From an optimization exercise on the open Yosys and OpenROAD flow, aimed at small area; shortcuts taken in it are not production practice.
Where RTL was checked, it was by simulation tests only, not by an equivalence proof against the original.

== nickel ==
Design param_bus_datapath, start of the top module:
module param_bus_datapath #(
  parameter  int DATA_W   = 32,
  parameter  int NREG     = 16,
  parameter  int ADDR_W   = 9,
  parameter  int MAX_WAIT = 15,
  localparam int SRC_W    = param_bus_datapath_pkg::src_w(NREG)
) (
  input  logic                clk,
  input  logic                clr,
  input  logic [SRC_W-1:0]    bus_src,
  input  logic [NREG-1:0]     reg_in,
  input  logic                hi_in,
  input  logic                lo_in,
  input  logic                pc_in,
  input  logic                ir_in,
  input  logic                y_in,
  input  logic                z_in,
  input  logic                mar_in,
  input  logic                mdr_in,
  input  logic                con_in,
  input  logic                out_in,
  input  logic                ba_mode,
  input  logic [DATA_W-1:0]   ext_bus,
  output logic [DATA_W-1:0]   alu_a,
  output logic [DATA_W-1:0]   alu_b,
  input  logic [2*DATA_W-1:0] alu_res,
  input  logic                mem_rd,
  input  logic                mem_wr,
  output logic                mem_req,
  output logic                mem_we,
  output logic [ADDR_W-1:0]   mem_addr,
  output logic [DATA_W-1:0]   mem_wdata,
  input  logic [DATA_W-1:0]   mem_rdata,
  input  logic                mem_ack,
  output logic                mem_busy,
  output logic                mem_done,
  output logic                mem_err,
  input  logic [DATA_W-1:0]   in_data,
  input  logic                in_strobe,
  output logic [DATA_W-1:0]   out_port,
  output logic [DATA_W-1:0]   ir_out,
  output logic                con_out
);
==> flow/config.mk <==
export PLATFORM = sky130hd
export DESIGN_NAME = param_bus_datapath
export DESIGN_NICKNAME = param_bus_datapath
export VERILOG_FILES = /design/flow/design.v
export SDC_FILE = /design/flow/constraint.sdc
export NUM_CORES = 4
export LEC_CHECK = 0
export CAP_MARGIN = 20
export CORE_MARGIN = 2
export CORE_UTILIZATION = 60
export SETUP_SLACK_MARGIN = 0.1
export SLEW_MARGIN = 20
export SYNTH_HIERARCHICAL = 1
==> flow/constraint.sdc <==
create_clock -name core_clock -period 5.0 [get_ports {clk}]
set_input_delay 1.0000 -clock core_clock [delete_from_list [all_inputs] [get_ports {clk}]]
set_output_delay 1.0000 -clock core_clock [all_outputs]
set_load 0.01 [all_outputs]
standard.sh (not shown) runs the stock make flow with config.mk's settings and CLKGATE_MAP_FILE= SYNTH_SCRIPT=/design/flow/synth_recipe.tcl, a recipe that flattens the netlist after the stock synthesis.
==> flow/flow/run.sh <==
#!/bin/bash
# Own layout flow: the standard ORFS flow, with
#  - port buffers made from the smallest plain buffer instead of delay cells,
#  - clock tree built without dummy balancing loads, from mid-size buffers.
# Each ORFS step writes its full log under orfs/logs/; make's own output
# goes to flow_make.log here.
set -euo pipefail
bash standard.sh \
  BUFFER_PORTS_ARGS="-buffer_cell sky130_fd_sc_hd__buf_1" \
  CTS_ARGS="-sink_clustering_enable -repair_clock_nets -dont_use_dummy_load -buf_list sky130_fd_sc_hd__clkbuf_8 -sink_clustering_size 18 -sink_clustering_max_diameter 60" \
  finish > flow_make.log 2>&1
## Diff of input files: garnet against nickel
--- a/flow/design.v
+++ b/flow/design.v
@@ -154,43 +154,45 @@
     sel_zl  = (bus_src == SRC_W'(CODE_ZLO))    && zv_q;
     sel_pc  = (bus_src == SRC_W'(CODE_PC))     && pcv_q;
     sel_mdr = (bus_src == SRC_W'(CODE_MDR));
     sel_inp = (bus_src == SRC_W'(CODE_INPORT)) && inv_q;
     sel_cs  = (bus_src == SRC_W'(CODE_CSEXT));
     sel_ext = (bus_src == SRC_W'(CODE_EXT));
   end
   logic [DATA_W-1:0] csext;
-  logic [DATA_W-1:0] g [6];
-  logic [DATA_W-1:0] ga, gb, gc, ge;
-  logic [DATA_W-1:0] pa, pb, pc;
+  logic [DATA_W-1:0] g [8];
+  logic [DATA_W-1:0] pa, pb, pz, pi;
   assign csext = {{(DATA_W-19){ir_q[18]}}, ir_q[18:0]};
   for (genvar k = 0; k < 5; k++) begin : g_aoi
     bus_aoi3 #(.W(DATA_W)) u_aoi (
       .s1(sel_r[3*k]),   .d1(regs_q[3*k]),
       .s2(sel_r[3*k+1]), .d2(regs_q[3*k+1]),
       .s3(sel_r[3*k+2]), .d3(regs_q[3*k+2]),
       .y(g[k]));
   end
   bus_aoi3 #(.W(DATA_W)) u_aoi5 (
     .s1(sel_r[15]), .d1(regs_q[15]),
     .s2(sel_hi),    .d2(hi_q),
     .s3(sel_lo),    .d3(lo_q),
     .y(g[5]));
-  bus_aoi2n #(.W(DATA_W)) u_aoi_zh (
-    .sn(~sel_zh), .qn(zn_q[2*DATA_W-1:DATA_W]), .s(sel_pc), .d(pc_q), .y(ga));
-  bus_aoi2n #(.W(DATA_W)) u_aoi_zl (
-    .sn(~sel_zl), .qn(zn_q[DATA_W-1:0]), .s(sel_mdr), .d(mdr_q), .y(gb));
-  bus_aoi2n #(.W(DATA_W)) u_aoi_in (
-    .sn(~sel_inp), .qn(inportn_q), .s(sel_cs), .d(csext), .y(gc));
-  bus_nand2 #(.W(DATA_W)) u_ext (.a({DATA_W{sel_ext}}), .b(ext_bus), .y(ge));
+  bus_aoi3 #(.W(DATA_W)) u_aoi6 (
+    .s1(sel_pc),  .d1(pc_q),
+    .s2(sel_mdr), .d2(mdr_q),
+    .s3(sel_cs),  .d3(csext),
+    .y(g[6]));
+  bus_nand2 #(.W(DATA_W)) u_ext (.a({DATA_W{sel_ext}}), .b(ext_bus), .y(g[7]));
+  bus_oai22 #(.W(DATA_W)) u_z (
+    .a1({DATA_W{~sel_zh}}), .a2(zn_q[2*DATA_W-1:DATA_W]),
+    .b1({DATA_W{~sel_zl}}), .b2(zn_q[DATA_W-1:0]),
+    .y(pz));
+  bus_nor2 #(.W(DATA_W)) u_in (.a({DATA_W{~sel_inp}}), .b(inportn_q), .y(pi));
   bus_nand4 #(.W(DATA_W)) u_n0 (.a(g[0]), .b(g[1]), .c(g[2]), .d(g[3]), .y(pa));
-  bus_nand4 #(.W(DATA_W)) u_n1 (.a(g[4]), .b(g[5]), .c(ga),   .d(gb),   .y(pb));
-  bus_nand2 #(.W(DATA_W)) u_n2 (.a(gc),   .b(ge),   .y(pc));
-  bus_nor3  #(.W(DATA_W)) u_bn (.a(pa),   .b(pb),   .c(pc), .y(bus_n));
+  bus_nand4 #(.W(DATA_W)) u_n1 (.a(g[4]), .b(g[5]), .c(g[6]), .d(g[7]), .y(pb));
+  bus_nor4  #(.W(DATA_W)) u_bn (.a(pa), .b(pb), .c(pz), .d(pi), .y(bus_n));
   assign bus = ~bus_n;
   always_comb begin
     case (ir_q[20:19])
       CON_EQZ: con_cond = (bus == '0);
       CON_NEZ: con_cond = (bus != '0);
       CON_POS: con_cond = ~bus[DATA_W-1];
       default: con_cond = bus[DATA_W-1];
     endcase
@@ -321,24 +323,31 @@
   parameter int W = 32
 ) (
   input  logic         s1, s2, s3,
   input  logic [W-1:0] d1, d2, d3,
   output logic [W-1:0] y
 );
   assign y = ~(({W{s1}} & d1) | ({W{s2}} & d2) | ({W{s3}} & d3));
 endmodule
-module bus_aoi2n #(
+module bus_oai22 #(
   parameter int W = 32
 ) (
-  input  logic         sn, s,
-  input  logic [W-1:0] qn, d,
+  input  logic [W-1:0] a1, a2, b1, b2,
   output logic [W-1:0] y
 );
-  assign y = ~(({W{~sn}} & ~qn) | ({W{s}} & d));
+  assign y = ~((a1 | a2) & (b1 | b2));
+endmodule
+module bus_nor2 #(
+  parameter int W = 32
+) (
+  input  logic [W-1:0] a, b,
+  output logic [W-1:0] y
+);
+  assign y = ~(a | b);
 endmodule
 module bus_nand2 #(
   parameter int W = 32
 ) (
   input  logic [W-1:0] a, b,
   output logic [W-1:0] y
 );
   assign y = ~(a & b);
@@ -346,23 +355,23 @@
 module bus_nand4 #(
   parameter int W = 32
 ) (
   input  logic [W-1:0] a, b, c, d,
   output logic [W-1:0] y
 );
   assign y = ~(a & b & c & d);
 endmodule
-module bus_nor3 #(
+module bus_nor4 #(
   parameter int W = 32
 ) (
-  input  logic [W-1:0] a, b, c,
+  input  logic [W-1:0] a, b, c, d,
   output logic [W-1:0] y
 );
-  assign y = ~(a | b | c);
+  assign y = ~(a | b | c | d);
 endmodule
 module bus_mux2i #(
   parameter int W = 32
 ) (
   input  logic         s,
   input  logic [W-1:0] a1, a0,
   output logic [W-1:0] y
 );
Notes after the runs:
Compared with nickel, first-pass GRT wire length in garnet increased slightly. Looking at sequential cell area fraction in the yosys report across nickel and garnet, the one that comes out higher is garnet. Compare nickel and garnet | CTS buffer count higher: nickel. Maximum frequency on garnet is behind nickel. Summary of the comparison: post-route core utilization is higher in garnet, relative to nickel. nickel → garnet: initial core utilization saw little to no change, post-detailed-routing wire length saw an increase, cell area after synthesis saw a decrease. Comparing garnet with nickel, the xor and xnor fraction of the mapped netlist area came out essentially unchanged. Summary: final worst setup slack, garnet worse than nickel. Sort nickel and garnet by number of violations reported at the end of detailed-routing iteration 0, ascending, and garnet comes first.
The RTL of garnet was laid out without a check of its function.

-- separate check: timing with driven ports --
How much do the figures lean on ideal ports? The routed layouts below were timed once more, with nothing changed but the port constraints. Step 1: set_driving_cell puts a clkbuf_16 on clk and a buf_2 on each other input, an assumption about the parent block. Step 2 moves the port delays by t, midway between the first and last clock arrival at a register: inputs arrive t later, outputs are due t later. That takes back most of the time a late clock gives input paths. Three values: ideal, step 1, step 2; two values: the first two.
| run | t, ns | slack for setup (ns) | latest minus earliest clock arrival (ns) |
|---|---|---|---|
| nickel | 0.768 | 0.167 / 0.136 / 0.136 | 0.039 / 0.039 |
| garnet | 0.738 | 0.015 / -0.041 / -0.260 | 0.064 / 0.064 |
With both steps, setup timing fails in garnet, where it was met with ideal ports. For garnet, which loses most, drivers alone change the setup slack by -0.056 ns; drivers and shift together by -0.275 ns.
